This is an optimization exercise on Yosys and OpenROAD, whose aim is small area and a short achievable clock period, not a production implementation.
At most, simulation tests tie the RTL to the original design; equivalence was not proved.
Function not checked in runs 7 and 8: the RTL went through the layout flow alone.

==> flow/design.v <==
`timescale 1ns/10ps
package squeeze_pkg;
	function automatic int wk(input int lane, input int chan);
		wk = ((lane * 7 + chan * 3 + 2) % 13) - 6;
	endfunction
	function automatic int bk(input int lane);
		bk = (((lane * 5 + 1) % 7) - 3) * 64;
	endfunction
	function automatic int term_off(input int lane, input int chan);
		int k, a, sneg, lneg;
		k    = wk(lane, chan);
		a    = (k < 0) ? -k : k;
		sneg = (wk(0, chan) < 0) ? 1 : 0;
		lneg = (k < 0) ? 1 : 0;
		if (k == 0)
			term_off = 0;
		else if (lneg == sneg)
			term_off = -a * sneg;
		else
			term_off = a * sneg - 1;
	endfunction
	function automatic int preload(input int lane);
		int p;
		p = bk(lane);
		for (int c = 0; c < 8; c++) p = p - term_off(lane, c);
		preload = p;
	endfunction
endpackage
`timescale 1ns/10ps
module coef_rom #(
	parameter int LANE = 0
) (
	input  logic          clk,
	input  logic          arst_n,
	input  logic          en,
	input  logic [2:0]    chan,
	input  logic [18:0]   m1,
	input  logic [18:0]   m3,
	input  logic [18:0]   m5,
	output logic [18:0]   op
);
	logic [6:1] s_p_d, s_p_q, s_n_d, s_n_q;
	always_comb begin
		s_p_d = '0;
		s_n_d = '0;
		for (int c = 0; c < 8; c++) begin
			if (en && chan == c) begin
				for (int a = 1; a <= 6; a++) begin
					if (squeeze_pkg::wk(LANE, c) == a || squeeze_pkg::wk(LANE, c) == -a) begin
						if ((squeeze_pkg::wk(LANE, c) < 0) == (squeeze_pkg::wk(0, c) < 0))
							s_p_d[a] = 1'b1;
						else
							s_n_d[a] = 1'b1;
					end
				end
			end
		end
	end
	always_ff @(posedge clk or negedge arst_n) begin
		if (!arst_n) begin
			s_p_q <= '0;
			s_n_q <= '0;
		end else begin
			s_p_q <= s_p_d;
			s_n_q <= s_n_d;
		end
	end
	logic [18:0] mul [6:1];
	logic [18:0] t;
	assign mul[1] = m1;
	assign mul[2] = m1 << 1;
	assign mul[3] = m3;
	assign mul[4] = m1 << 2;
	assign mul[5] = m5;
	assign mul[6] = m3 << 1;
	always_comb begin
		t = '0;
		for (int a = 1; a <= 6; a++) begin
			t = t | ({19{s_p_q[a]}} & mul[a])
			      | ({19{s_n_q[a]}} & ~mul[a]);
		end
	end
	always_ff @(posedge clk) begin
		op <= t;
	end
endmodule
`timescale 1ns/10ps
module mac_lane #(
	parameter int LANE = 0
) (
	input  logic                   clk,
	input  logic                   first,
	input  logic [21-1:0]   op,
	output logic [21-1:0]   acc
);
	localparam int PRE_I = squeeze_pkg::preload(LANE);
	logic [21-1:0] preload;
	assign preload = PRE_I;
	always_ff @(posedge clk) begin
		acc <= (first ? preload : acc) + op;
	end
endmodule
`timescale 1ns/10ps
module requant (
	input  logic [21-1:0] acc,
	output logic [16-1:0] q
);
	assign q = {1'b0, acc[18:4] & {15{~acc[21-1]}}};
endmodule
`timescale 1ns/10ps
module squeeze_ctrl (
	input  logic       clk,
	input  logic       arst_n,
	input  logic       en,
	input  logic       ram_feedback,
	output logic [2:0] chan,
	output logic       first,
	output logic       sample,
	output logic       finish
);
	localparam int NPIX = 3 * 3;
	logic       first1;
	logic       last1, last2;
	logic [3:0] pix_cnt;
	logic       layer_end;
	logic       fb_seen;
	always_ff @(posedge clk or negedge arst_n) begin
		if (!arst_n) begin
			chan   <= 3'd0;
			first1 <= 1'b0;
			first  <= 1'b0;
			last1  <= 1'b0;
			last2  <= 1'b0;
			sample <= 1'b0;
		end else begin
			if (en) chan <= chan + 3'd1;
			first1 <= en && (chan == 3'd0);
			first  <= first1;
			last1  <= en && (chan == 3'd7);
			last2  <= last1;
			sample <= last2;
		end
	end
	always_ff @(posedge clk or negedge arst_n) begin
		if (!arst_n) begin
			pix_cnt   <= '0;
			layer_end <= 1'b0;
		end else if (last2 && !layer_end) begin
			pix_cnt <= pix_cnt + 1'b1;
			if (pix_cnt == NPIX - 1) layer_end <= 1'b1;
		end
	end
	always_ff @(posedge clk or negedge arst_n) begin
		if (!arst_n) begin
			fb_seen <= 1'b0;
		end else if (ram_feedback) begin
			fb_seen <= 1'b1;
		end
	end
	assign finish = layer_end && !fb_seen;
endmodule
`timescale 1ns/10ps
module squeeze_top (
	input  logic                             clk,
	input  logic                             arst_n,
	input  logic                             en,
	input  logic [16-1:0]            ifm,
	input  logic                             ram_feedback,
	output logic [4*16-1:0] ofm,
	output logic                             sample,
	output logic                             finish
);
	logic [2:0]            chan;
	logic                  first;
	logic [16-1:0] x;
	logic [18:0]           m1, m3, m5;
	squeeze_ctrl ctrl_i (
		.clk          (clk),
		.arst_n       (arst_n),
		.en           (en),
		.ram_feedback (ram_feedback),
		.chan         (chan),
		.first        (first),
		.sample       (sample),
		.finish       (finish)
	);
	always_ff @(posedge clk) begin
		x <= ifm ^ {16{~chan[1]}};
	end
	assign m1 = {{3{x[15]}}, x};
	assign m3 = m1 + (m1 << 1);
	assign m5 = m1 + (m1 << 2);
	genvar l;
	generate
		for (l = 0; l < 4; l++) begin : g_lane
			logic [18:0]          op;
			logic [21-1:0] acc;
			coef_rom #(.LANE(l)) sel_i (
				.clk    (clk),
				.arst_n (arst_n),
				.en     (en),
				.chan   (chan),
				.m1     (m1),
				.m3     (m3),
				.m5     (m5),
				.op     (op)
			);
			mac_lane #(.LANE(l)) mac_i (
				.clk   (clk),
				.first (first),
				.op    ({{(21-19){op[18]}}, op}),
				.acc   (acc)
			);
			requant rq_i (
				.acc (acc),
				.q   (ofm[l*16 +: 16])
			);
		end
	endgenerate
endmodule
==> flow/flow/run.sh <==
#!/bin/bash
# Standard layout, with every input and output port buffered by a plain
# buf_2 instead of the delay buffer the port buffering step picks by default.
set -euo pipefail
bash standard.sh "BUFFER_PORTS_ARGS=-buffer_cell sky130_fd_sc_hd__buf_2" finish > make_finish.log 2>&1
==> flow/standard.sh <==
#!/bin/bash
# synth_recipe.tcl (not shown) runs the flow's synth.tcl, then flattens the netlist and writes it again
# the make line also repeats each setting of config.mk as NAME=value (left out here)
make -C /OpenROAD-flow-scripts/flow DESIGN_CONFIG=/design/flow/config.mk WORK_HOME=/design/flow/orfs CLKGATE_MAP_FILE= SYNTH_SCRIPT=/design/flow/synth_recipe.tcl "${@:-finish}"
==> flow/config.mk <==
export PLATFORM = sky130hd
export DESIGN_NAME = squeeze_top
export DESIGN_NICKNAME = squeeze_top
export VERILOG_FILES = /design/flow/design.v
export SDC_FILE = /design/flow/constraint.sdc
export NUM_CORES = 4
export LEC_CHECK = 0
export CAP_MARGIN = 20
export CORE_MARGIN = 2
export CORE_UTILIZATION = 40
export CTS_BUF_LIST = sky130_fd_sc_hd__clkbuf_4 sky130_fd_sc_hd__clkbuf_8
export PLACE_DENSITY = 0.4
export SETUP_SLACK_MARGIN = 4.2
export SLEW_MARGIN = 20
==> flow/constraint.sdc <==
create_clock -name core_clock -period 7.5 [get_ports {clk}]
set_input_delay 1.5000 -clock core_clock [delete_from_list [all_inputs] [get_ports {clk}]]
set_output_delay 1.5000 -clock core_clock [all_outputs]
set_load 0.01 [all_outputs]
==> results of run 1 <==
## cells by family after synthesis
family                   Yosys count  synth area share [%]
AND/OR/NAND/NOR                  442                  17.6
AO/OA/AOI/OAI                    439                  24.4
XOR/XNOR                         110                  7.60
adder cells (fa/ha/maj)          123                  12.3
other                              1                0.0291
buffers and inverters            138                  4.24
multiplexers                      11                 0.855
flip-flops                       205                  33.0
## cells in the mapped netlist (all sizes together), types with 6 or more instances
cell     count  area, sq um
o2111ai      7         61.3
nand3       17         90.1
a21o        39          293
a31oi       13         81.3
buf         15         82.6
a211oi      13          103
clkbuf      56          211
nor2b      114          713
xnor2       73          639
dfrtp       29          726
nand2      106          398
nand2b       9         56.3
a221o       13          130
fa           6          120
a21oi       85          433
o21bai      11         82.6
inv         65          244
o21ai       83          419
o22ai       11         68.8
a222oi      39          390
or2         49          309
dfxtp      176         3520
a221oi      12          105
ha         117         1460
xor2        37          339
mux2i       11          110
o21a        16          120
a22oi       13         97.6
and3        12         75.1
nor2        88          333
o211ai      19          143
a2111oi      7         86.3
nor3        23          115
o221ai      13          114
## flip-flops by register name, summed over array words and instances, names as in the netlist, 3 cells and up
register            flops
g_lane.mac_i.acc       84
ctrl_i.pix_cnt          4
g_lane.sel_i.s_n_q      8
x                      16
g_lane.sel_i.s_p_q      9
ctrl_i.chan             3
g_lane.sel_i.op        76
## what timing repair did
| action | CTS | global route |
|---|---|---|
| cloned | 0 | 1 |
| buffers inserted | 0 | 3 |
| resized for setup | 6 | 13 |
| pin swaps | 0 | 3 |
| endpoints found under the setup margin | 6 | 19 |
## cell type report
type | count | area (sq um)
sequential | 205 | 4260
fill | 3138 | 17100
multi-input combinational | 1129 | 8140
clock buffer | 62 | 785
tap | 402 | 503
antenna | 1 | 2.50
inverter | 67 | 251
clock inverter | 11 | 58.8
timing repair buffer | 92 | 522
## worst max path at each step
| stage | endpoint | slack [ps] |
|---|---|---|
| 6_report | g_lane[1].sel_i.op[12]$_DFF_P_ | 4300 |
| 5_1_grt | g_lane[2].mac_i.acc[20]$_DFF_P_ | 4100 |
| 4_1_cts | g_lane[2].mac_i.acc[20]$_DFF_P_ | 4160 |
| 3_5_place_dp | g_lane[2].mac_i.acc[20]$_DFF_P_ | 3840 |
| 3_3_place_gp | g_lane[2].mac_i.acc[20]$_DFF_P_ | 3940 |
| 2_1_floorplan | g_lane[2].mac_i.acc[20]$_DFF_P_ | 4280 |
## per-stage QoR
| step | util, % | cells | setup slack [ps] |
|---|---|---|---|
| floorplan | - | 1472 | 4280 |
| global placement | 42.8 | 1891 | 3940 |
| detailed placement | 42.8 | 1891 | 3840 |
| CTS | 45.6 | 1964 | 4160 |
| global route | 45.9 | 1968 | 4100 |
| finish | 45.9 | 1969 | 4300 |
## metal layers
metal	GRT usage (%)	vias up	routed length, um
li1	-	5481	-
met1	31.2	5106	17600
met2	33.6	386	16300
met3	4.07	58	2500
met4	6.46	0	789
met5	0	-	0
==> results.txt, run 1 <==
Crit Path Max Fanout=11; Clock Latency Late Sink=around 550 ps; global-route wire length before repair=58.5 mm; drt total wl=37.2 mm; Hold Path End=ctrl_i.last2$_DFF_PN0_; Reg clk slew, reported paths=60 ps; Mapped Cells=1469; depth of the most critical reg-to-reg path=8; hold path start=g_lane[2].sel_i.s_p_q[5]$_DFF_PN0_; unrepaired setup endpoints after global routing=yes; Area after DPL=13600 sq um; DPL Wire Length=between 20 and 30 mm; core area=31600 sq um; H-Tree Depth=2; worst r2r src=x[6]$_DFF_P_; critical path's slowest cell=dfxtp_1; HP Class=flop to flop; reg2reg setup slack=~4300 ps; Initial Utilization=slightly above 40%; gpl congestion=between 0.8 and 0.9; CTS tree=done; Worst EP arrival=3610 ps; GRT Total Usage=~22%; max incr delay on CP=approximately 710 ps; commonest non-fill, non-tap cell in the layout=dfxtp_1; reg2reg end=g_lane[1].sel_i.op[12]$_DFF_P_; drt pass-1 iters=7; Hold Path Stages=0; setup TNS=0 ps; Worst setup startpoint=x[6]$_DFF_P_; die area=33600 sq um; total number of vias=11000; total of max-cap violations=0; largest net degree at the start of global routing=48; Slew Viols, Final=0; hold-fix buffers at CTS=0; Tmin final=between 3000 and 4000 ps; # setup viols final=0; number of buffers and inverters on the critical path=1; clk_skew=23.6 ps; critical path depth=8; drt first-iter violations=1097; number of synthesized flops with an enable pin=0; #FFs+latches synth=205; synthesized cell area=12900 sq um; port bufs=81; Highest Clock Rate=0.312 GHz; share of cells above drive strength 1=15.6%; Setup CP Type=flop to flop; CP required=7910 ps; Top Ports=86; ys async rst share=14.1%; WHS=between 300 and 400 ps; clock buffer depth=3; period utilization=42.7%; Nets=1678; status=finished clean; crit start category=flop; Crit. End Element=flop; slew of the pin with the lowest slew margin=about 850 ps; mean routed wirelength per cell=18.9 um; Top Family by Delay on Critical Path=compound AO/OA/AOI/OAI gates; CP Cell Sequence=ha_1 > a2111oi_4 > o21ai_2 > a31o_2 > a21oi_1 > xnor2_1 > inv_1 > a221o_1; CTS root buf=clkbuf_8; final hold viol count=0; total CTS buffers=40; fin area=between 10000 and 15000 sq um; DRC=0; GRT overflow=0; clk sink count=about 210; Detail Route Antenna Nets=0; num rows=65; vias per cell=5.60; DIE HEIGHT=183 um; die width=about 180 um; vias in the first global route=10500; initial antenna violation count=3; Post-Syn Area per Cell=8.76 sq um; Synth Warn #=14; most frequent cells in the layout=dfxtp_1 (172), ha_1 (117), nor2b_1 (114); Synth cell types=77; sequential cell area fraction in the yosys report=33.0%; relative slew slack=43.6%; top_reg_cell synth=dfxtp_1; area grow syn2layout=12.7%
==> run 2, diff against run 1 <==
==> flow/flow/run.sh (replaced) <==
#!/bin/bash
# Standard layout with three changes to how it is made:
#  - every input and output port is buffered by a plain buf_2 instead of the
#    delay buffer the port buffering step picks by default;
#  - the resizer may change a cell's footprint (e.g. upsize a flip-flop);
#  - clock tree synthesis inserts no dummy loads.
set -euo pipefail
bash standard.sh \
  "BUFFER_PORTS_ARGS=-buffer_cell sky130_fd_sc_hd__buf_2" \
  "MATCH_CELL_FOOTPRINT=0" \
  "CTS_ARGS=-sink_clustering_enable -repair_clock_nets -dont_use_dummy_load -buf_list {sky130_fd_sc_hd__clkbuf_4 sky130_fd_sc_hd__clkbuf_8}" \
  finish > make_finish.log 2>&1
--- a/flow/config.mk
+++ b/flow/config.mk
@@ -6,9 +6,10 @@
 export NUM_CORES = 4
 export LEC_CHECK = 0
+export ABC_AREA = 1
 export CAP_MARGIN = 20
 export CORE_MARGIN = 2
-export CORE_UTILIZATION = 40
+export CORE_UTILIZATION = 35
 export CTS_BUF_LIST = sky130_fd_sc_hd__clkbuf_4 sky130_fd_sc_hd__clkbuf_8
 export PLACE_DENSITY = 0.4
-export SETUP_SLACK_MARGIN = 4.2
+export SETUP_SLACK_MARGIN = 4.7
 export SLEW_MARGIN = 20
==> results.txt, run 2 <==
status=finished clean; ys async rst share=14.1% (unchanged); Largest regs=g_lane.mac_i.acc (84), g_lane.sel_i.op (76), x (16); Detail Route Antenna Nets=0 (unchanged); # setup viols final=0 (unchanged); Synth Warn #=14 (unchanged); setup TNS=0 ps (unchanged); synthesized cell area=13900 sq um (+7.8%); Tmin final=2780 ps (-426 ps); Setup CP Type=flop to output port; reg2reg setup slack=4730 ps (+430 ps); cell taking the most area after synthesis=dfxtp_1; die area=41200 sq um (+23%); DIE HEIGHT=203 um (+11%); Hold Path Stages=0 (unchanged); Synth cell types=49 (-36%); period utilization=37.0% (-5.7 points); relative slew slack=36.1% (-7.5 points); vias in the first global route=13200 (+25%); H-Tree Depth=2 (unchanged); GRT overflow=0 (unchanged); top_reg_cell synth=dfxtp_1; mean routed wirelength per cell=19.5 um (+3.4%); Hold Path End=ctrl_i.sample$_DFF_PN0_; Crit. End Element=output port; slew of the pin with the lowest slew margin=958 ps (+112 ps); clk sink count=205 (unchanged); drt pass-1 iters=6 (-1); CTS tree=done; most frequent cells in the layout=nand2_1 (497), inv_1 (264), nor2_1 (220); total number of vias=13700 (+24%); register with the most flip-flops=g_lane.mac_i.acc; commonest non-fill, non-tap cell in the layout=nand2_1; global-route wire length before repair=78.6 mm (+34%); unrepaired setup endpoints after global routing=yes; #FFs+latches synth=205 (unchanged); depth of the most critical reg-to-reg path=8 (unchanged); drt first-iter violations=1065 (-2.9%); drt total wl=51.4 mm (+38%); clock buffer depth=3 (unchanged); CTS root buf=clkbuf_8; synth cell count leaders=nand2_1 (497), inv_1 (265), nor2_1 (227), dfxtp_1 (176), a21oi_1 (143); GRT Total Usage=25.0% (+3.1 points); Initial Utilization=35.7% (-5.0 points); Mapped Cells=2041 (+39%); Yosys top cell area share=25.4% (-2.0 points); Highest Clock Rate=0.360 GHz (+15%); hold path start=ctrl_i.last2$_DFF_PN0_; total of max-cap violations=0 (unchanged); Nets=2260 (+35%); most common cell in the netlist=nand2_1; area grow syn2layout=10.8%; crit start category=flop; share of cells above drive strength 1=8.70% (-6.9 points); Reg clk slew, reported paths=50 ps (about the same); Post-Syn Area per Cell=6.80 sq um (-22%); ANT cells=0 (-1); Synth area leaders=dfxtp_1 (25%), nand2_1 (13%), ha_1 (11%); gpl congestion=0.905 (+2.2%); vias per cell=5.19 (-7.3%); DRC=0 (unchanged); reg2reg end=g_lane[0].mac_i.acc[12]$_DFF_P_; hold-fix buffers at CTS=0 (unchanged); number of synthesized flops with an enable pin=0 (unchanged); DPL Wire Length=40.2 mm (+49%); port bufs=81 (unchanged); Worst EP arrival=1280 ps (-2330 ps); largest net degree at the start of global routing=53 (+10%); Slew Viols, Final=0 (unchanged); sequential cell area fraction in the yosys report=30.6% (-2.4 points); total CTS buffers=40 (unchanged); max reg flops=84 (unchanged); Crit Path Max Fanout=16 (+5); CP required=6000 ps (-1910 ps); initial antenna violation count=1 (-2); Top Ports=86 (unchanged); final hold viol count=0 (unchanged); core area=38900 sq um (+23%); die width=203 um (+11%); Clock Latency Late Sink=580 ps (+30 ps); HP Class=flop to flop; worst r2r src=ctrl_i.first$_DFF_PN0_; clk_skew=33.4 ps (+9.74 ps); num rows=72 (+11%)
==> run 2: cell types whose count changed in the layout (fill, tap and decap cells not counted), sizes merged, moves of 42 or more <==
cell / delta
nand4: +42
nand2: +403
nor2: +139
inv: +200
a21oi: +62
nand3: +118
nor2b: -114
==> run 2: timing repair <==
action | CTS | global route
buffers inserted | 0 | 2
pin swaps | 0 | 1
hold endpoints to repair | 0 | 0
setup endpoints to repair | 60 | 75
resized for setup | 12 | 12
==> run 2: layer usage <==
metal  up-vias  share of wire (%)  GRT usage, %
li1       6804                  -             -
met1      6341                 48          35.1
met2       438                 44          39.0
met3        94                5.2          3.98
met4         0                3.2          8.52
met5         -                  0             0
==> run 2: area by class of cell <==
class | count | area [sq um]
Inverter | 270 | 1020
Tap cell | 518 | 648
Clock buffer | 40 | 551
Timing Repair Buffer | 89 | 475
Fill cell | 4317 | 23500
Sequential cell | 205 | 4270
Multi-Input combinational cell | 1511 | 8410
==> run 2: cell families after synthesis <==
group | share of synthesized area, %
other | 0.0270
AO/OA/AOI/OAI | 13.7
AND/OR/NAND/NOR | 29.0
adder cells (fa/ha/maj) | 11.4
buffers and inverters | 9.03
XOR/XNOR | 6.23
flip-flops | 30.6
==> run 2: worst max-delay path by stage <==
stage	startpoint	to	slack (ps)	depth (start not counted)
after global placement	x[4]$_DFF_P_	g_lane[1].sel_i.op[17]$_DFF_P_	4690	8
after detailed placement	x[4]$_DFF_P_	g_lane[0].sel_i.op[17]$_DFF_P_	4700	7
final	g_lane[0].mac_i.acc[20]$_DFF_P_	ofm[7]	4720	2
after global routing	g_lane[0].mac_i.acc[20]$_DFF_P_	ofm[4]	4660	2
after floorplan	g_lane[0].mac_i.acc[20]$_DFF_P_	ofm[10]	5110	3
after CTS	g_lane[2].mac_i.acc[20]$_DFF_P_	ofm[34]	4660	2
==> run 2: stage by stage <==
stage	instance area (sq um)	hold WS [ps]	instances	utilization, %	worst slack [ps]
finish	15400	382	2633	39.5	4720
global route	15400	398	2633	39.5	4660
CTS	15300	385	2631	39.4	4660
detailed placement	14700	372	2591	37.9	4700
global placement	14700	384	2591	37.9	4690
floorplan	13900	352	2044	-	5110
==> run 2: worst max-delay path, stage by stage, from the launching register on <==
cell,delay [ps]
dfxtp_4,470
nor2_1,90
buf_2,140
==> run 3, diff against run 2 <==
==> flow/flow/run.sh (replaced) <==
#!/bin/bash
set -euo pipefail
bash standard.sh \
  "BUFFER_PORTS_ARGS=-buffer_cell sky130_fd_sc_hd__buf_2" \
  "MATCH_CELL_FOOTPRINT=0" \
  "CTS_ARGS=-repair_clock_nets -dont_use_dummy_load -root_buf sky130_fd_sc_hd__clkbuf_16 -buf_list {sky130_fd_sc_hd__clkbuf_8}" \
  finish > make_finish.log 2>&1
--- a/flow/config.mk
+++ b/flow/config.mk
@@ -9,7 +9,6 @@
 export CAP_MARGIN = 20
 export CORE_MARGIN = 2
-export CORE_UTILIZATION = 35
-export CTS_BUF_LIST = sky130_fd_sc_hd__clkbuf_4 sky130_fd_sc_hd__clkbuf_8
-export PLACE_DENSITY = 0.4
-export SETUP_SLACK_MARGIN = 4.7
+export CORE_UTILIZATION = 40
+export PLACE_DENSITY = 0.45
+export SETUP_SLACK_MARGIN = 4.9
 export SLEW_MARGIN = 20
==> results.txt, run 3 <==
global-route wire length before repair=71.7 mm (-8.8%); WHS=383 ps (+0.417 ps); CP Cell Sequence=nor2_1 > buf_2; GRT Total Usage=25.9% (+0.87 points); max reg flops=84 (unchanged); die area=36200 sq um (-12%); setup slack after layout=4870 ps (+152 ps); GRT overflow=0 (unchanged); Yosys top cell area share=25.4% (unchanged); Synth Warn #=14 (unchanged); largest net degree at the start of global routing=54 (+1.9%); worst r2r src=x[11]$_DFF_P_; met1 Resource Use GR=35.9% (+0.78 points); reg2reg end=g_lane[2].sel_i.op[17]$_DFF_P_; drt total wl=47.3 mm (-8.0%); Largest regs=g_lane.mac_i.acc (84), g_lane.sel_i.op (76), x (16); Post-Syn Area per Cell=6.80 sq um (unchanged); grt peak-use layer=met2; Synth area leaders=dfxtp_1 (25%), nand2_1 (13%), ha_1 (11%); number of synthesized flops with an enable pin=0 (unchanged); CTS tree=done; DPL Wire Length=36.1 mm (-10%); mean routed wirelength per cell=18.5 um (-5.2%); commonest non-fill, non-tap cell in the layout=nand2_1; drt pass-1 iters=6 (unchanged); #FFs+latches synth=205 (unchanged); number of buffers and inverters on the critical path=1 (unchanged); Top Family by Delay on Critical Path=flip-flops; most common cell in the netlist=nand2_1; cell taking the most area after synthesis=dfxtp_1; total number of vias=13400 (-1.8%); unrepaired setup endpoints after global routing=yes; max incr delay on CP=420 ps (-50 ps); Highest Clock Rate=0.381 GHz (+5.8%); clk sink count=205 (unchanged); ys async rst share=14.1% (unchanged); clock buffer depth=2 (-1); relative slew slack=40.9% (+4.7 points); depth of the most critical reg-to-reg path=7 (-1); # setup viols final=0 (unchanged); fin area=15200 sq um (-0.90%); Crit Path Max Fanout=16 (unchanged); HP Class=flop to flop; crit start category=flop; Tmin final=2630 ps (-152 ps); setup TNS=0 ps (unchanged); area grow syn2layout=9.78%; top_reg_cell synth=dfxtp_1; cell total after placement=2531 (-2.3%); met2 track demand over resource=41.5% (+2.4 points); non-filler cells, final=2556 (-2.9%); Reg clk slew, reported paths=100 ps (+50 ps); Slew Viols, Final=0 (unchanged); synthesized cell area=13900 sq um (unchanged); Nets=2246 (-0.62%); reg2reg setup slack=4980 ps (+250 ps); final hold viol count=0 (unchanged); sequential cell area fraction in the yosys report=30.6% (unchanged); DP Worst Slack=4520 ps (-181 ps); num rows=68 (-5.6%); die width=190 um (-6.3%); synth cell count leaders=nand2_1 (497), inv_1 (265), nor2_1 (227), dfxtp_1 (176), a21oi_1 (143); slew of the pin with the lowest slew margin=887 ps (-71.0 ps); core area=34400 sq um (-12%); Hold Path Stages=0 (unchanged); met3 usage=3.99% (+0.013 points); DRC=0 (unchanged); Hold Path End=ctrl_i.sample$_DFF_PN0_; Layout fillers=3766 (-13%); Initial Utilization=40.4% (+4.7 points); critical path's slowest cell=dfxtp_4; vias in the first global route=12600 (-4.8%); share of cells above drive strength 1=9.09% (+0.39 points); Synth cell types=49 (unchanged); Detail Route Antenna Nets=0 (unchanged); CTS root buf=clkbuf_16; Mapped Cells=2041 (unchanged); clk_skew=38.3 ps (+4.91 ps); Area after DPL=14700 sq um (-0.38%); Crit. End Element=output port; H-Tree Depth=4 (+2); CP required=6000 ps (about the same); DIE HEIGHT=190 um (-6.3%); Top Ports=86 (unchanged); initial antenna violation count=3 (+2); total of max-cap violations=0 (unchanged); status=finished clean; critical path depth=2 (unchanged); vias per cell=5.26 (+1.2%); ANT cells=0 (unchanged); port bufs=81 (unchanged); most frequent cells in the layout=nand2_1 (496), inv_1 (263), nor2_1 (223); register with the most flip-flops=g_lane.mac_i.acc; hold path start=ctrl_i.last2$_DFF_PN0_; drt first-iter violations=1093 (+2.6%); period utilization=35.0% (-2.0 points); total CTS buffers=17 (-57%); Clock Latency Late Sink=420 ps (-160 ps); gpl congestion=0.968 (+6.9%); Setup CP Type=flop to output port; Worst EP arrival=1130 ps (-150 ps)
-- run 3: layout make-up --
type	count	area, sq um	share of cell area, %
multi-input combinational	1511	8490	55.7
sequential	205	4270	28.1
inverter	270	1020	6.70
timing repair buffer	98	633	4.16
tap	455	569	3.74
clock buffer	17	245	1.61
-- run 3: cells by family (layout without fill, tap and decap cells) --
kind of cell | count (synthesis) | after routing | share of synthesized area (%)
buffers and inverters | 328 | 385 | 9.03
XOR/XNOR | 97 | 97 | 6.23
flip-flops | 205 | 205 | 30.6
AO/OA/AOI/OAI | 327 | 327 | 13.7
adder cells (fa/ha/maj) | 123 | 123 | 11.4
AND/OR/NAND/NOR | 960 | 960 | 29.0
other | 1 | 4 | 0.0270
-- run 3: worst max path at each step --
stage / from / endpoint / slack [ps]
after floorplan: g_lane[0].mac_i.acc[20]$_DFF_P_ / ofm[10] / 5110
after global placement: ctrl_i.first$_DFF_PN0_ / g_lane[3].mac_i.acc[18]$_DFF_P_ / 4520
after detailed placement: ctrl_i.first$_DFF_PN0_ / g_lane[3].mac_i.acc[18]$_DFF_P_ / 4520
after CTS: g_lane[1].mac_i.acc[20]$_DFF_P_ / ofm[26] / 4840
after global routing: g_lane[1].mac_i.acc[20]$_DFF_P_ / ofm[26] / 4780
final: g_lane[1].mac_i.acc[20]$_DFF_P_ / ofm[26] / 4870
-- run 3: per-layer routing --
layer  vias up  wire length (um)
met1      6198             22700
li1       6779                 -
met2       386             21000
met3        67              2350
met4         6              1250
met5         -                41
-- run 3: metrics by stage --
stage | util [%]
finish | 44.3
global route | 44.3
CTS | 43.6
detailed placement | 42.7
global placement | 42.7
floorplan | -
-- run 3: repair_timing --
action / CTS / global route
setup buffers: 0 / 5
resized for setup: 23 / 30
hold buffers: 0 / 0
pin swaps: 0 / 4
endpoints found under the setup margin: 120 / 101
cloned: 0 / 3
-- run 3: worst register-to-register path: cells and delay by family, from the launching register on --
kind | cells | cell delay [ps]
compound gates | 2 | 760
simple gates | 4 | 490
flops | 1 | 720
fa+ha+maj | 1 | 420
==> run 4, diff against run 3 <==
==> flow/flow/run.sh (replaced) <==
#!/bin/bash
set -euo pipefail
bash standard.sh \
  "BUFFER_PORTS_ARGS=-buffer_cell sky130_fd_sc_hd__buf_2" \
  "MATCH_CELL_FOOTPRINT=0" \
  "CTS_ARGS=-repair_clock_nets -dont_use_dummy_load -buf_list {sky130_fd_sc_hd__clkbuf_16}" \
  finish > make_finish.log 2>&1
--- a/flow/config.mk
+++ b/flow/config.mk
@@ -6,5 +6,4 @@
 export NUM_CORES = 4
 export LEC_CHECK = 0
-export ABC_AREA = 1
 export CAP_MARGIN = 20
 export CORE_MARGIN = 2
==> results.txt, run 4 <==
core area=31600 sq um (-8.0%); drt pass-1 iters=7 (+1); area grow syn2layout=28.7%; die area=33600 sq um (-7.1%); Clock Latency Late Sink=450 ps (+30 ps); Worst EP arrival=3250 ps (+2120 ps); Nets=1749 (-22%); total CTS buffers=17 (unchanged); CTS root buf=clkbuf_16; Detail Route Antenna Nets=0 (unchanged); vias per cell=5.72 (+8.8%); largest family of logic cells by synthesized area=compound AO/OA/AOI/OAI gates; commonest non-fill, non-tap cell in the layout=dfxtp_1; synth cell count leaders=dfxtp_1 (176), ha_1 (117), nor2b_1 (114), nand2_1 (106), nor2_1 (87); Setup CP Type=flop to flop; Synth Area in Adders=12.3% (+0.89 points); die width=183 um (-3.6%); worst r2r src=ctrl_i.first$_DFF_PN0_; num rows=65 (-4.4%); cell taking the most area after synthesis=dfxtp_1; most common cell in the netlist=dfxtp_1; vias in the first global route=10900 (-13%); global-route wire length before repair=62.8 mm (-12%); Highest Clock Rate=0.347 GHz (-8.9%); Top Ports=86 (unchanged); status=finished clean; Crit Path Max Fanout=6 (-10); clk_skew=20.5 ps (-17.7 ps); DIE HEIGHT=183 um (-3.6%); #FFs+latches synth=205 (unchanged); mean routed wirelength per cell=20.5 um (+11%); Tmin final=2880 ps (+255 ps); Final Util=52.4% (+8.1 points); drt total wl=41.1 mm (-13%); Reg clk slew, reported paths=80 ps (-20 ps); final hold viol count=0 (unchanged); Top Family by Delay on Critical Path=compound AO/OA/AOI/OAI gates; hold-fix buffers at CTS=0 (unchanged); Initial Utilization=40.7% (+0.33 points); unrepaired setup endpoints after global routing=yes; GRT overflow=0 (unchanged); critical path's slowest cell=dfrtp_4; Post-Syn Area per Cell=8.76 sq um (+29%); Hold Path Stages=0 (unchanged); DRC=0 (unchanged); relative slew slack=41.3% (+0.47 points); clock buffer depth=2 (unchanged); Compound-Gate Fraction of Synth Area=24.4% (+11 points); most frequent cells in the layout=dfxtp_1 (156), nand2_1 (106), nor2b_1 (91); Slew Viols, Final=0 (unchanged); number of synthesized flops with an enable pin=0 (unchanged); max reg flops=84 (unchanged); crit-path most repeated cell=o21a_1; reg2reg setup slack=4620 ps (-360 ps); GRT Total Usage=24.2% (-1.7 points); drt first-iter violations=1072 (-1.9%); total of max-cap violations=0 (unchanged); reg2reg end=g_lane[1].mac_i.acc[18]$_DFF_P_; synthesized cell area=12900 sq um (-7.2%); Synth area leaders=dfxtp_1 (27%), ha_1 (11%), dfrtp_1 (5.6%); Crit. End Element=flop; setup TNS=0 ps (unchanged); period utilization=38.4% (+3.4 points); Hold Path End=ctrl_i.sample$_DFF_PN0_; crit start category=flop; CTS tree=done; CP required=7870 ps (+1870 ps); Layout fillers=2969 (-21%); number of buffers and inverters on the critical path=3 (+2); HP Class=flop to flop; Synth cell types=77 (+57%); post-synthesis simple-gate area fraction=17.6% (-11 points); largest net degree at the start of global routing=37 (-31%); depth of the most critical reg-to-reg path=11 (+4); register with the most flip-flops=g_lane.mac_i.acc; total number of vias=11500 (-15%); slew of the pin with the lowest slew margin=880 ps (-7.02 ps); clk sink count=205 (unchanged); post-synthesis mux area share=0.855% (+0.86 points); Yosys top cell area share=27.4% (+2.0 points); port bufs=81 (unchanged); # setup viols final=0 (unchanged); gpl congestion=0.911 (-5.8%); Mapped Cells=1469 (-28%); CP Cell Sequence=buf_6 > clkbuf_16 > or2_2 > ha_4 > o21a_1 > a2111oi_4 > o21a_1 > buf_4 > o211ai_1 > a31oi_1 > xnor2_1; Synth Warn #=14 (unchanged); max incr delay on CP=570 ps (+150 ps); Largest regs=g_lane.mac_i.acc (84), g_lane.sel_i.op (76), x (16); DPL Wire Length=27.1 mm (-25%); sequential cell area fraction in the yosys report=33.0% (+2.4 points); share of cells above drive strength 1=29.9% (+21 points); DP Worst Slack=3790 ps (-730 ps); ys async rst share=14.1% (unchanged); top_reg_cell synth=dfxtp_1; initial antenna violation count=1 (-2); setup slack after layout=4620 ps (-255 ps); H-Tree Depth=4 (unchanged); xor/xnor share of the synthesized area=7.60% (+1.4 points); hold path start=ctrl_i.last2$_DFF_PN0_
run 4: changes by cell type in the layout (fill, tap and decap cells not counted), sizes merged, moves of 42 or more:
cell / before / now
buf: 95 / 182
nand2: 509 / 106
nor2: 227 / 88
a21oi: 147 / 85
nand4: 47 / 5
inv: 265 / 64
nand3: 135 / 17
nor2b: 0 / 114
run 4: timing repair:
action,4_1_cts,5_1_grt
endpoints found under the setup margin,164,143
gates resized for setup,207,138
pin swaps,71,76
setup buffers,71,24
cloned,5,1
run 4: cell type report:
type,instances,area [sq um],share of cell area (%)
Multi-Input combinational cell,1129,9520,57.5
Sequential cell,205,4310,26.0
Timing Repair Buffer,186,1550,9.36
Tap cell,402,503,3.04
Clock buffer,17,425,2.57
Inverter,67,255,1.54
Antenna cell,1,2.50,0.0151
run 4: logic make-up after synthesis:
kind of cell | Yosys count
AO/OA/AOI/OAI | 439
XOR/XNOR | 110
adder cells (fa/ha/maj) | 123
buffers and inverters | 138
flip-flops | 205
multiplexers | 11
other | 1
AND/OR/NAND/NOR | 442
run 4: metrics by stage:
step	hold WS, ps	cells	cell area (sq um)
detailed placement	402	1888	13600
floorplan	352	1472	13000
global placement	435	1888	13600
global route	444	2006	16600
CTS	423	1981	15700
finish	423	2007	16600
run 4: worst reg2reg max path, cell delays in order, from the launching register on:
cell       delay [ps]
dfrtp_4           570
buf_6             180
clkbuf_16         170
or2_2             330
ha_4              230
o21a_1            140
a2111oi_4         390
o21a_1            230
buf_4             150
o211ai_1           80
a31oi_1           210
xnor2_1           130
run 4: metal layers:
metal  vias up  routed length (um)  GRT usage, %
li1       5594                   -             -
met3        56                2000          3.77
met2       340               18600          37.4
met5         -                  13             0
met4         2                 816          7.04
met1      5483               19700          34.8
run 4: worst max-delay path by stage:
stage | from | endpoint | slack [ps] | depth (start not counted)
2_1_floorplan | ctrl_i.first$_DFF_PN0_ | g_lane[3].mac_i.acc[20]$_DFF_P_ | 4780 | 13
3_3_place_gp | ctrl_i.first$_DFF_PN0_ | g_lane[2].mac_i.acc[20]$_DFF_P_ | 3880 | 11
3_5_place_dp | ctrl_i.first$_DFF_PN0_ | g_lane[2].mac_i.acc[20]$_DFF_P_ | 3790 | 11
4_1_cts | ctrl_i.first$_DFF_PN0_ | g_lane[1].mac_i.acc[20]$_DFF_P_ | 4610 | 11
5_1_grt | ctrl_i.first$_DFF_PN0_ | g_lane[3].mac_i.acc[18]$_DFF_P_ | 4500 | 12
6_report | ctrl_i.first$_DFF_PN0_ | g_lane[1].mac_i.acc[18]$_DFF_P_ | 4620 | 11
==> run 5, diff against run 4 <==
--- a/flow/config.mk
+++ b/flow/config.mk
@@ -6,4 +6,5 @@
 export NUM_CORES = 4
 export LEC_CHECK = 0
+export ABC_AREA = 1
 export CAP_MARGIN = 20
 export CORE_MARGIN = 2
==> results.txt, run 5 <==
die area=36200 sq um (+7.6%); clk sink count=205 (unchanged); vias per cell=5.26 (-8.0%); global-route wire length before repair=71.8 mm (+14%); HP Class=flop to flop; area grow syn2layout=11.1%; DP Worst Slack=4520 ps (+730 ps); total of max-cap violations=0 (unchanged); setup slack after layout=4870 ps (+254 ps); hold-fix buffers at CTS=0 (unchanged); slew of the pin with the lowest slew margin=884 ps (+4.15 ps); most frequent cells in the layout=nand2_1 (494), inv_1 (263), nor2_1 (222); DPL Wire Length=36.1 mm (+33%); Yosys top cell area share=25.4% (-2.0 points); DRC=0 (unchanged); Area after DPL=14700 sq um (+7.8%); Worst EP arrival=1130 ps (-2120 ps); mean routed wirelength per cell=18.5 um (-9.6%); synth cell count leaders=nand2_1 (497), inv_1 (265), nor2_1 (227), dfxtp_1 (176), a21oi_1 (143); initial antenna violation count=4 (+3); synthesized cell area=13900 sq um (+7.8%); Clock Latency Late Sink=450 ps (about the same); Setup CP Type=flop to output port; register with the most flip-flops=g_lane.mac_i.acc; Top Metal Used=met5; DIE HEIGHT=190 um (+3.7%); Synth Warn #=14 (unchanged); CTS root buf=clkbuf_16; fin area=15400 sq um (-7.0%); most common cell in the netlist=nand2_1; drt pass-1 iters=6 (-1); non-filler cells, final=2554 (+27%); port bufs=81 (unchanged); Synth cell types=49 (-36%); CTS tree=done; Synth area leaders=dfxtp_1 (25%), nand2_1 (13%), ha_1 (11%); GRT Total Usage=25.9% (+1.7 points); Nets=2244 (+28%); top_reg_cell synth=dfxtp_1; unrepaired setup endpoints after global routing=yes; cell total after placement=2531 (+34%); Largest regs=g_lane.mac_i.acc (84), g_lane.sel_i.op (76), x (16); total number of vias=13400 (+17%); Highest Clock Rate=0.381 GHz (+9.7%); Post-Syn Area per Cell=6.80 sq um (-22%); #FFs+latches synth=205 (unchanged); core area=34400 sq um (+8.6%); max reg flops=84 (unchanged); Mapped Cells=2041 (+39%); final hold viol count=0 (unchanged); met3 WL=2.31 mm (+15%); gpl congestion=0.968 (+6.2%); total CTS buffers=17 (unchanged); crit start category=flop; relative slew slack=41.1% (-0.28 points); met2 WL post-DR=21.0 mm (+13%); GRT overflow=0 (unchanged); Initial Utilization=40.4% (-0.33 points); Reg clk slew, reported paths=70 ps (about the same); commonest non-fill, non-tap cell in the layout=nand2_1; Crit Path Max Fanout=16 (+10); sequential cell area fraction in the yosys report=30.6% (-2.4 points); # setup viols final=0 (unchanged); cell taking the most area after synthesis=dfxtp_1; Detail Route Antenna Nets=0 (unchanged); vias in the first global route=12600 (+16%); largest net degree at the start of global routing=54 (+46%); share of cells above drive strength 1=9.24% (-21 points); setup TNS=0 ps (unchanged); num rows=68 (+4.6%); number of synthesized flops with an enable pin=0 (unchanged); ys async rst share=14.1% (unchanged); clock buffer depth=2 (unchanged); ANT cells=0 (-1); clk_skew=21.9 ps (+1.42 ps); drt total wl=47.3 mm (+15%); H-Tree Depth=4 (unchanged); status=finished clean; Top Ports=86 (unchanged); drt first-iter violations=1115 (+4.0%); Slew Viols, Final=0 (unchanged); M1 wire length=22.7 mm (+15%); Layout fillers=3744 (+26%); period utilization=35.0% (-3.4 points); Tmin final=2630 ps (-254 ps); die width=190 um (+3.7%); Crit. End Element=output port; CP required=6000 ps (-1870 ps)
==> run 5: cell count changes after synthesis, moves of 33 or more <==
cell      change
inv_1       +200
nand3_1     +117
or2_2        -38
nand2_1     +391
nor2b_1     -114
a222oi_1     -39
nand4_1      +42
a21o_1       -33
nor2_1      +140
xnor2_1      -35
a21oi_1      +60
==> run 5: logic make-up (layout without fill, tap and decap cells) <==
group | Yosys count | after routing | synth area share, %
other | 1 | 4 | 0.0270
buffers and inverters | 328 | 383 | 9.03
AND/OR/NAND/NOR | 960 | 960 | 29.0
AO/OA/AOI/OAI | 327 | 327 | 13.7
adder cells (fa/ha/maj) | 123 | 123 | 11.4
XOR/XNOR | 97 | 97 | 6.23
flip-flops | 205 | 205 | 30.6
==> run 5: through the flow <==
stage | hold slack [ps] | util (%)
final | 379 | 44.8
after global routing | 404 | 44.8
after CTS | 383 | 44.1
after detailed placement | 381 | 42.7
after global placement | 369 | 42.7
after floorplan | 352 | -
==> run 5: path summary, 6_finish.rpt <==
path                                                 startpoint                         endpoint  slack (ps)  cells past startpoint
min in group asynchronous                                arst_n    ctrl_i.pix_cnt[0]$_DFFE_PN0P_        1090                      1
worst min-delay path                     ctrl_i.last2$_DFF_PN0_          ctrl_i.sample$_DFF_PN0_         380                      0
worst max-delay path            g_lane[1].mac_i.acc[20]$_DFF_P_                          ofm[24]        4870                      2
worst max register to register           ctrl_i.first$_DFF_PN0_  g_lane[3].mac_i.acc[15]$_DFF_P_        5000                     11
max in group asynchronous                                arst_n           ctrl_i.first$_DFF_PN0_        5930                      1
worst min register to register           ctrl_i.last2$_DFF_PN0_          ctrl_i.sample$_DFF_PN0_         380                      0
==> run 5: metal layers <==
metal  up-vias  global-route usage, %
li1       6785                      -
met1      6178                   35.9
met2       387                   41.7
met3        73                   4.01
met4         6                   7.84
met5         -                      0
==> run 5: area by class of cell <==
cell class | instances | area, sq um | area share, %
Clock buffer | 17 | 425 | 2.76
Inverter | 270 | 1020 | 6.62
Multi-Input combinational cell | 1511 | 8500 | 55.2
Sequential cell | 205 | 4280 | 27.7
Tap cell | 455 | 569 | 3.69
Timing Repair Buffer | 96 | 618 | 4.01
==> run 5: worst max-delay path: stages (launching register included) <==
cell	delay, ps
dfxtp_4	410
nor2_1	120
buf_2	150
==> run 5: repair_timing <==
item	CTS	global route
setup buffers	0	3
gates resized for setup	23	37
endpoints found under the setup margin	119	101
gates cloned	0	3
pin swaps	0	3
==> run 6, diff against run 5 <==
--- a/flow/config.mk
+++ b/flow/config.mk
@@ -9,6 +9,6 @@
 export CAP_MARGIN = 20
 export CORE_MARGIN = 2
-export CORE_UTILIZATION = 40
-export PLACE_DENSITY = 0.45
+export CORE_UTILIZATION = 45
+export PLACE_DENSITY = 0.55
 export SETUP_SLACK_MARGIN = 4.9
 export SLEW_MARGIN = 20
==> results.txt, run 6 <==
share of cells above drive strength 1=8.87% (-0.37 points); Tmin final=2670 ps (+38.6 ps); relative slew slack=41.5% (+0.46 points); Crit. End Element=output port; die width=180 um (-5.6%); WHS=379 ps (-0.0390 ps); total CTS buffers=17 (unchanged); ANT cells=0 (unchanged); Highest Clock Rate=0.375 GHz (-1.4%); most common cell in the netlist=nand2_1; max reg flops=84 (unchanged); fin area=15300 sq um (-0.97%); Synth area leaders=dfxtp_1 (25%), nand2_1 (13%), ha_1 (11%); HP Class=flop to flop; clk_skew=28.3 ps (+6.40 ps); Crit Path Max Fanout=16 (unchanged); global-route wire length before repair=69.7 mm (-2.8%); drt pass-1 iters=6 (unchanged); core area=30500 sq um (-11%); total of max-cap violations=0 (unchanged); # setup viols final=0 (unchanged); num rows=64 (-5.9%); Clock Latency Late Sink=440 ps (about the same); hold path start=ctrl_i.last2$_DFF_PN0_; Slew Viols, Final=0 (unchanged); crit start category=flop; Post-Syn Area per Cell=6.80 sq um (unchanged); Layout fillers=3189 (-15%); largest net degree at the start of global routing=54 (unchanged); Setup CP Type=flop to output port; H-Tree Depth=4 (unchanged); DIE HEIGHT=180 um (-5.6%); port bufs=81 (unchanged); CTS tree=done; slew of the pin with the lowest slew margin=877 ps (-6.96 ps); most frequent cells in the layout=nand2_1 (494), inv_1 (263), nor2_1 (219); Largest regs=g_lane.mac_i.acc (84), g_lane.sel_i.op (76), x (16); Worst setup startpoint=g_lane[0].mac_i.acc[20]$_DFF_P_; Mapped Cells=2041 (unchanged); period utilization=35.5% (+0.51 points); synth cell count leaders=nand2_1 (497), inv_1 (265), nor2_1 (227), dfxtp_1 (176), a21oi_1 (143); Area after DPL=14600 sq um (-0.52%); top_reg_cell synth=dfxtp_1; register with the most flip-flops=g_lane.mac_i.acc; cell taking the most area after synthesis=dfxtp_1; clock buffer depth=2 (unchanged); synthesized cell area=13900 sq um (unchanged); total number of vias=13500 (+0.66%); DPL Wire Length=34.7 mm (-3.8%); drt first-iter violations=1246 (+12%); drt total wl=44.9 mm (-5.1%); CP required=6000 ps (about the same); Synth Warn #=14 (unchanged); gpl congestion=0.935 (-3.4%); commonest non-fill, non-tap cell in the layout=nand2_1; area grow syn2layout=10.0%; Detail Route Antenna Nets=0 (unchanged); clk sink count=205 (unchanged); ys async rst share=14.1% (unchanged); status=finished clean; GRT overflow=0 (unchanged); GRT Total Usage=27.4% (+1.4 points); worst r2r src=ctrl_i.first$_DFF_PN0_; Yosys top cell area share=25.4% (unchanged); Nets=2241 (-0.13%); sequential cell area fraction in the yosys report=30.6% (unchanged); setup TNS=0 ps (unchanged); unrepaired setup endpoints after global routing=yes; vias per cell=5.42 (+3.2%); DRC=0 (unchanged); Synth cell types=49 (unchanged); #FFs+latches synth=205 (unchanged); multi-input logic area=8460 sq um (-0.54%); initial antenna violation count=0 (-4); final hold viol count=0 (unchanged); mean routed wirelength per cell=18.0 um (-2.7%); Initial Utilization=45.5% (+5.1 points); Reg clk slew, reported paths=70 ps (about the same); vias in the first global route=12800 (+1.2%); Top Ports=86 (unchanged); Worst EP arrival=1170 ps (+40 ps); Final Util=50.0% (+5.2 points); register area=4290 sq um (+0.23%); CTS root buf=clkbuf_16; number of synthesized flops with an enable pin=0 (unchanged); die area=32300 sq um (-11%)
run 6: changes by cell type in the layout (fill, tap and decap cells not counted), moves of 3 or more:
| cell | previous run | this run |
|---|---|---|
| nor2_1 | 222 | 219 |
| o21ai_0 | 61 | 58 |
| o21ai_1 | 12 | 16 |
| dfxtp_4 | 4 | 7 |
| nor2_2 | 3 | 8 |
| a21oi_1 | 133 | 141 |
| a21oi_2 | 14 | 6 |
run 6: cell type report:
cell class / count / area share [%]
repair buffers: 93 / 3.80
clock buffers: 17 / 2.79
inverters: 270 / 6.69
flip-flops and latches: 205 / 28.1
multi-input cells: 1511 / 55.4
well taps: 396 / 3.25
run 6: worst max-delay path, cell delays in order (launching register included):
cell and delay, ps:
dfxtp_4 420, nor2_1 150, buf_2 150
run 6: timing repair:
action | CTS | global route
hold buffers | 0 | 0
gates resized for setup | 28 | 30
pin swaps | 0 | 2
gates cloned | 0 | 2
setup buffers | 2 | 2
setup endpoints to repair | 148 | 97
run 6: cells by family (layout without fill, tap and decap cells):
kind of cell | Yosys count | count (layout) | share of synthesized area [%]
fa+ha+maj | 123 | 123 | 11.4
other cells | 1 | 4 | 0.0270
compound gates | 327 | 327 | 13.7
flops | 205 | 205 | 30.6
xor+xnor | 97 | 97 | 6.23
simple gates | 960 | 960 | 29.0
buf+inv | 328 | 380 | 9.03
run 6: metal layers:
metal,global-route usage (%),routed length [um]
met1,38.3,21200
met5,0,0
met4,9.46,1410
met2,42.7,19400
met3,4.68,2830
run 6: final timing paths:
kind / endpoint / slack [ps] / cells after the start
worst max-delay path: ofm[8] / 4830 / 2
worst min-delay path: ctrl_i.sample$_DFF_PN0_ / 380 / 0
worst max register to register: g_lane[3].mac_i.acc[16]$_DFF_P_ / 4900 / 11
worst min register to register: ctrl_i.sample$_DFF_PN0_ / 380 / 0
max in group asynchronous: ctrl_i.first$_DFF_PN0_ / 5910 / 1
min in group asynchronous: ctrl_i.pix_cnt[2]$_DFFE_PN0P_ / 1090 / 1
run 6: through the flow:
step	cells	worst slack [ps]
final	2492	4830
after global routing	2492	4780
after CTS	2488	4820
after detailed placement	2469	4190
after global placement	2468	4190
after floorplan	2044	5110
==> run 7, diff against run 6 <==
--- a/flow/design.v
+++ b/flow/design.v
@@ -92,19 +92,24 @@
 	input  logic                   first,
 	input  logic [21-1:0]   op,
-	output logic [21-1:0]   acc
+	output logic [21-1:0]   acc,
+	output logic                   pos
 );
 	localparam int PRE_I = squeeze_pkg::preload(LANE);
 	logic [21-1:0] preload;
+	logic [21-1:0] sum;
 	assign preload = PRE_I;
+	assign sum     = (first ? preload : acc) + op;
 	always_ff @(posedge clk) begin
-		acc <= (first ? preload : acc) + op;
+		acc <= sum;
+		pos <= ~sum[21-1];
 	end
 endmodule
 `timescale 1ns/10ps
 module requant (
-	input  logic [21-1:0] acc,
+	input  logic [21-1:0]  acc,
+	input  logic                  pos,
 	output logic [16-1:0] q
 );
-	assign q = {1'b0, acc[18:4] & {15{~acc[21-1]}}};
+	assign q = {1'b0, acc[18:4] & {15{pos}}};
 endmodule
 `timescale 1ns/10ps
@@ -196,4 +201,5 @@
 			logic [18:0]          op;
 			logic [21-1:0] acc;
+			logic                 pos;
 			coef_rom #(.LANE(l)) sel_i (
 				.clk    (clk),
@@ -210,8 +216,10 @@
 				.first (first),
 				.op    ({{(21-19){op[18]}}, op}),
-				.acc   (acc)
+				.acc   (acc),
+				.pos   (pos)
 			);
 			requant rq_i (
 				.acc (acc),
+				.pos (pos),
 				.q   (ofm[l*16 +: 16])
 			);
--- a/flow/config.mk
+++ b/flow/config.mk
@@ -9,6 +9,6 @@
 export CAP_MARGIN = 20
 export CORE_MARGIN = 2
-export CORE_UTILIZATION = 45
-export PLACE_DENSITY = 0.55
+export CORE_UTILIZATION = 40
+export PLACE_DENSITY = 0.45
 export SETUP_SLACK_MARGIN = 4.9
 export SLEW_MARGIN = 20
==> results.txt, run 7 <==
core area=34700 sq um (+14%); register with the most flip-flops=g_lane.mac_i.acc; Slew Viols, Final=0 (unchanged); ys async rst share=13.9% (-0.27 points); total of max-cap violations=0 (unchanged); critical path depth=4 (+2); Highest Clock Rate=0.374 GHz (-0.27%); DIE HEIGHT=192 um (+6.9%); Yosys top cell area share=25.5% (+0.094 points); num rows=68 (+6.3%); mean routed wirelength per cell=18.4 um (+2.0%); reg2reg end=g_lane[0].mac_i.acc[18]$_DFF_P_; #FFs+latches synth=209 (+2.0%); Layout fillers=3692 (+16%); clk sink count=209 (+2.0%); GRT Total Usage=25.8% (-1.6 points); total number of vias=13700 (+1.7%); cell total after placement=2567 (+4.0%); most frequent cells in the layout=nand2_1 (492), inv_1 (270), dfxtp_1 (165); initial antenna violation count=0 (unchanged); Synth area leaders=dfxtp_1 (25%), nand2_1 (14%), ha_1 (10%); Reg clk slew, reported paths=70 ps (about the same); commonest non-fill, non-tap cell in the layout=nand2_1; CP Cell Sequence=buf_6 > nand2_1 > inv_1 > buf_2; sequential cell area fraction in the yosys report=30.6% (about the same); Worst EP arrival=1170 ps (about the same); total CTS buffers=17 (unchanged); # setup viols final=0 (unchanged); Crit. End Element=output port; number of buffers and inverters on the critical path=3 (+2); largest net degree at the start of global routing=53 (-1.9%); share of cells above drive strength 1=15.2% (+6.4 points); H-Tree Depth=4 (unchanged); Crit Path Max Fanout=7 (-9); CP endpoint=ofm[12]; Top Ports=86 (unchanged); DRC=0 (unchanged); vias per cell=5.28 (-2.8%); final hold viol count=0 (unchanged); GRT overflow=0 (unchanged); CTS tree=done; non-filler cells, final=2606 (+4.6%); worst r2r src=ctrl_i.first$_DFF_PN0_; Initial Utilization=40.7% (-4.8 points); synthesized cell area=14100 sq um (+1.9%); Tmin final=2670 ps (+7.16 ps); status=finished clean; drt pass-1 iters=7 (+1); Worst setup startpoint=g_lane[0].mac_i.pos$_DFF_P_; ANT cells=0 (unchanged); multi-input logic area=8870 sq um (+4.9%); HP Class=flop to flop; clk_skew=23.6 ps (-4.72 ps); Detail Route Antenna Nets=0 (unchanged); Setup CP Type=flop to output port; unrepaired setup endpoints after global routing=yes; top_reg_cell synth=dfxtp_1; Mapped Cells=2072 (+1.5%); vias in the first global route=13300 (+4.2%); global-route wire length before repair=72.4 mm (+3.8%); Nets=2296 (+2.5%); clock buffer depth=2 (unchanged); crit start category=flop; hold-fix buffers at CTS=0 (unchanged); Clock Latency Late Sink=450 ps (about the same); setup TNS=0 ps (unchanged); depth of the most critical reg-to-reg path=15 (+4); gpl congestion=0.943 (+0.86%); drt first-iter violations=1057 (-15%); die area=36900 sq um (+14%); Top Family by Delay on Critical Path=flip-flops; drt total wl=47.8 mm (+6.7%); number of synthesized flops with an enable pin=0 (unchanged); CTS root buf=clkbuf_16; relative slew slack=40.1% (-1.4 points); CP required=6000 ps (about the same); most common cell in the netlist=nand2_1; die width=192 um (+6.9%); register area=4360 sq um (+1.8%); slew of the pin with the lowest slew margin=899 ps (+21.5 ps); DPL Wire Length=36.0 mm (+3.6%); max reg flops=84 (unchanged); cell taking the most area after synthesis=dfxtp_1; reg2reg setup slack=4950 ps (+50 ps); Synth cell types=48 (-2.0%); critical path's slowest cell=dfxtp_4; port bufs=81 (unchanged); Largest regs=g_lane.mac_i.acc (84), g_lane.sel_i.op (76), x (16); area grow syn2layout=15.3%; Synth Warn #=14 (unchanged); synth cell count leaders=nand2_1 (532), inv_1 (298), dfxtp_1 (180), nor2_1 (159), a21oi_1 (147); period utilization=35.6% (+0.095 points); max incr delay on CP=370 ps (-50 ps); Post-Syn Area per Cell=6.82 sq um (+0.37%)
## run 7: cell count changes in the layout (fill, tap and decap cells not counted), moves of 11 or more
| cell | delta |
|---|---|
| nand2_2 | +29 |
| nor2_1 | -67 |
| or2_2 | +30 |
| a21oi_1 | -11 |
| inv_2 | +27 |
| ha_1 | -14 |
| buf_2 | -26 |
| buf_6 | +32 |
| a21oi_2 | +13 |
## run 7: logic make-up (layout without fill, tap and decap cells)
logic type,count (synthesis),count (layout),synth area share [%]
buffers and inverters,354,430,9.57
AND/OR/NAND/NOR,952,952,28.7
other,1,4,0.0265
flip-flops,209,209,30.6
AO/OA/AOI/OAI,331,331,13.5
XOR/XNOR,102,102,6.37
adder cells (fa/ha/maj),123,123,11.2
## run 7: worst min path at each step
| stage | from | cells past startpoint | slack (ps) | end |
|---|---|---|---|---|
| finish | ctrl_i.last2$_DFF_PN0_ | 0 | 430 | ctrl_i.sample$_DFF_PN0_ |
| global route | ctrl_i.last2$_DFF_PN0_ | 0 | 440 | ctrl_i.sample$_DFF_PN0_ |
| CTS | ctrl_i.last2$_DFF_PN0_ | 0 | 430 | ctrl_i.sample$_DFF_PN0_ |
| detailed placement | ctrl_i.last2$_DFF_PN0_ | 0 | 400 | ctrl_i.sample$_DFF_PN0_ |
| global placement | ctrl_i.last2$_DFF_PN0_ | 0 | 390 | ctrl_i.sample$_DFF_PN0_ |
| floorplan | g_lane[2].sel_i.s_p_q[5]$_DFF_PN0_ | 0 | 350 | ctrl_i.last2$_DFF_PN0_ |
## run 7: area by class of cell
cell class / instances / share of cell area [%]
well taps: 455 / 3.49
flip-flops and latches: 209 / 26.8
clock buffers: 17 / 2.61
inverters: 303 / 6.98
multi-input cells: 1512 / 54.4
repair buffers: 110 / 5.69
## run 7: per-layer routing
metal	share of wire, %	vias to the layer above	track usage (%)
met5	0	-	0
met4	3.4	0	9.45
met3	5.9	84	4.37
met2	46	462	42.3
met1	45	6329	34.1
li1	-	6872	-
## run 7: per-stage QoR
stage               setup slack, ps  cell area, sq um  util (%)  hold slack (ps)
floorplan                      5110             14100         -              349
global placement               4400             15000      43.1              390
detailed placement             4380             15000      43.1              405
CTS                            4810             15500      44.7              429
global route                   4760             16300      46.9              439
finish                         4830             16300      46.9              431
## run 7: what timing repair did
item                                   CTS  global route
gates cloned                             0             3
setup buffers                            6            13
setup endpoints to repair              140           107
resized for setup                       34           179
pin swaps                                1            16
endpoints found under the hold margin    0             0
==> run 8, diff against run 7 <==
--- a/flow/config.mk
+++ b/flow/config.mk
@@ -11,4 +11,4 @@
 export CORE_UTILIZATION = 40
 export PLACE_DENSITY = 0.45
-export SETUP_SLACK_MARGIN = 4.9
+export SETUP_SLACK_MARGIN = 5.0
 export SLEW_MARGIN = 20
==> results.txt, run 8 <==
Worst EP arrival=1180 ps (about the same); Detail Route Antenna Nets=0 (unchanged); clock buffer depth=2 (unchanged); Synth area leaders=dfxtp_1 (25%), nand2_1 (14%), ha_1 (10%); largest net degree at the start of global routing=53 (unchanged); DP Worst Slack=4380 ps (unchanged); initial antenna violation count=0 (unchanged); Layout fillers=3624 (-1.8%); area grow syn2layout=19.3%; Highest Clock Rate=0.373 GHz (-0.33%); H-Tree Depth=4 (unchanged); Crit. End Element=output port; register with the most flip-flops=g_lane.mac_i.acc; depth of the most critical reg-to-reg path=11 (-4); status=finished clean; mean routed wirelength per cell=18.4 um (+0.21%); final hold viol count=0 (unchanged); die area=36900 sq um (unchanged); Largest regs=g_lane.mac_i.acc (84), g_lane.sel_i.op (76), x (16); CP Cell Sequence=buf_8 > nand2_1 > inv_1 > buf_2; hold-fix buffers at CTS=0 (unchanged); Final Util=48.6% (+1.7 points); Post-Syn Area per Cell=6.82 sq um (unchanged); num rows=68 (unchanged); clk sink count=209 (unchanged); top_reg_cell synth=dfxtp_1; synthesized cell area=14100 sq um (unchanged); met3 usage=4.37% (unchanged); Mapped Cells=2072 (unchanged); drt first-iter violations=1003 (-5.1%); met2 track demand over resource=42.3% (about the same); total CTS buffers=17 (unchanged); share of cells above drive strength 1=19.3% (+4.0 points); CP required=6000 ps (about the same); slew of the pin with the lowest slew margin=903 ps (+3.99 ps); GRT overflow=0 (unchanged); Synth Warn #=14 (unchanged); unrepaired setup endpoints after global routing=yes; met1 Resource Use GR=34.1% (about the same); sequential cell area fraction in the yosys report=30.6% (unchanged); Yosys top cell area share=25.5% (unchanged); Top Ports=86 (unchanged); port bufs=81 (unchanged); WHS=432 ps (+0.341 ps); ANT cells=0 (unchanged); die width=192 um (unchanged); synth cell count leaders=nand2_1 (532), inv_1 (298), dfxtp_1 (180), nor2_1 (159), a21oi_1 (147); ys async rst share=13.9% (unchanged); most frequent cells in the layout=nand2_1 (471), inv_1 (269), dfxtp_1 (163); Clock Latency Late Sink=460 ps (about the same); period utilization=35.8% (+0.12 points); most common cell in the netlist=nand2_1; DRC=0 (unchanged); drt pass-1 iters=5 (-2); commonest non-fill, non-tap cell in the layout=nand2_1; critical path's slowest cell=dfxtp_4; clk_skew=23.1 ps (-0.486 ps); GRT Total Usage=25.8% (about the same); number of synthesized flops with an enable pin=0 (unchanged); max incr delay on CP=360 ps (about the same); Tmin final=2680 ps (+8.96 ps); Synth cell types=48 (unchanged); vias per cell=5.30 (+0.45%); crit start category=flop; Top Family by Delay on Critical Path=flip-flops; #FFs+latches synth=209 (unchanged); setup TNS=0 ps (unchanged); number of buffers and inverters on the critical path=3 (unchanged); cell taking the most area after synthesis=dfxtp_1; total of max-cap violations=0 (unchanged); # setup viols final=0 (unchanged); Crit Path Max Fanout=7 (unchanged); CTS tree=done; vias in the first global route=13300 (+0.083%); relative slew slack=39.8% (-0.27 points); drt total wl=48.1 mm (+0.48%); DPL Wire Length=36.0 mm (unchanged); core area=34700 sq um (unchanged); grt peak-use layer=met2; Nets=2303 (+0.30%); Initial Utilization=40.7% (unchanged); critical path depth=4 (unchanged); gpl congestion=0.943 (unchanged); CTS root buf=clkbuf_16; Hold Path Stages=0 (unchanged); total number of vias=13800 (+0.72%); global-route wire length before repair=72.4 mm (about the same); Slew Viols, Final=0 (unchanged); max reg flops=84 (unchanged); Reg clk slew, reported paths=70 ps (about the same); HP Class=flop to flop; DIE HEIGHT=192 um (unchanged); setup slack after layout=4820 ps (-8.96 ps); Setup CP Type=flop to output port
==> run 8: cell counts after synthesis <==
No cell type changed its count.
==> run 8: path summary, 6_finish.rpt <==
check	from	endpoint	slack, ps
max in group asynchronous	arst_n	ctrl_i.first$_DFF_PN0_	5910
hold / removal	ctrl_i.last2$_DFF_PN0_	ctrl_i.sample$_DFF_PN0_	430
min in group asynchronous	arst_n	ctrl_i.first$_DFF_PN0_	1090
setup reg to reg	ctrl_i.first$_DFF_PN0_	g_lane[0].mac_i.acc[18]$_DFF_P_	4940
setup / recovery	g_lane[1].mac_i.pos$_DFF_P_	ofm[17]	4820
hold reg to reg	ctrl_i.last2$_DFF_PN0_	ctrl_i.sample$_DFF_PN0_	430
==> run 8: kinds of logic (layout without fill, tap and decap cells) <==
logic type | Yosys count | in the layout | synth area share [%]
flops | 209 | 209 | 30.6
simple gates | 952 | 952 | 28.7
compound gates | 331 | 331 | 13.5
xor+xnor | 102 | 102 | 6.37
fa+ha+maj | 123 | 123 | 11.2
buf+inv | 354 | 437 | 9.57
other cells | 1 | 4 | 0.0265
==> run 8: final cells by class <==
class	instances	area, sq um	area share, %
Multi-Input combinational cell	1512	9360	55.5
Sequential cell	209	4370	25.9
Inverter	303	1140	6.76
Timing Repair Buffer	117	1000	5.94
Tap cell	455	569	3.37
Clock buffer	17	425	2.52
==> run 8: repair_timing <==
item                       4_1_cts  5_1_grt
gates resized for setup         41      290
setup endpoints to repair      159      129
pin swaps                        1       47
setup buffers                    8       18
gates cloned                     0        3
==> run 8: per-stage QoR <==
stage	cells	cell area, sq um
finish	2613	16900
global route	2613	16900
CTS	2592	15600
detailed placement	2567	15000
global placement	2567	15000
floorplan	2075	14100
==> run 8: per-layer routing <==
layer  vias up  wire [um]
met3        82       2700
met4         0       1570
met2       439      22200
li1       6900          -
met5         -          0
met1      6425      21600

## separate check: timing with driven ports
Ports are ideal in the flow. The routed layouts listed here were re-timed in OpenROAD.
Step 1 assumes that a clkbuf_16 drives the clock port and a buf_2 every other input.
Step 2, shift: input delay + t, output delay - t, t = (earliest + latest rising clock arrival at the registers) / 2. This alone moves slack from input paths to output paths.
Three values: ideal ports, drivers, drivers and shift; two values: the first two.
run | t, ns | slack for setup (ns) | worst register clock-pin slew, ns
run 1 | 0.585 | 4.295 / 4.295 / 4.295 | 0.07 / 0.07
run 2 | 0.615 | 4.722 / 4.671 / 4.731 | 0.06 / 0.06
run 3 | 0.457 | 4.874 / 4.818 / 4.982 | 0.11 / 0.11
run 4 | 0.494 | 4.619 / 4.619 / 4.619 | 0.08 / 0.08
run 5 | 0.491 | 4.873 / 4.818 / 5.004 | 0.08 / 0.08
run 6 | 0.482 | 4.834 / 4.782 / 4.905 | 0.08 / 0.08
run 7 | 0.497 | 4.827 / 4.773 / 4.953 | 0.08 / 0.08
run 8 | 0.502 | 4.818 / 4.765 / 4.945 | 0.08 / 0.08
After both steps every run listed still meets setup and hold.
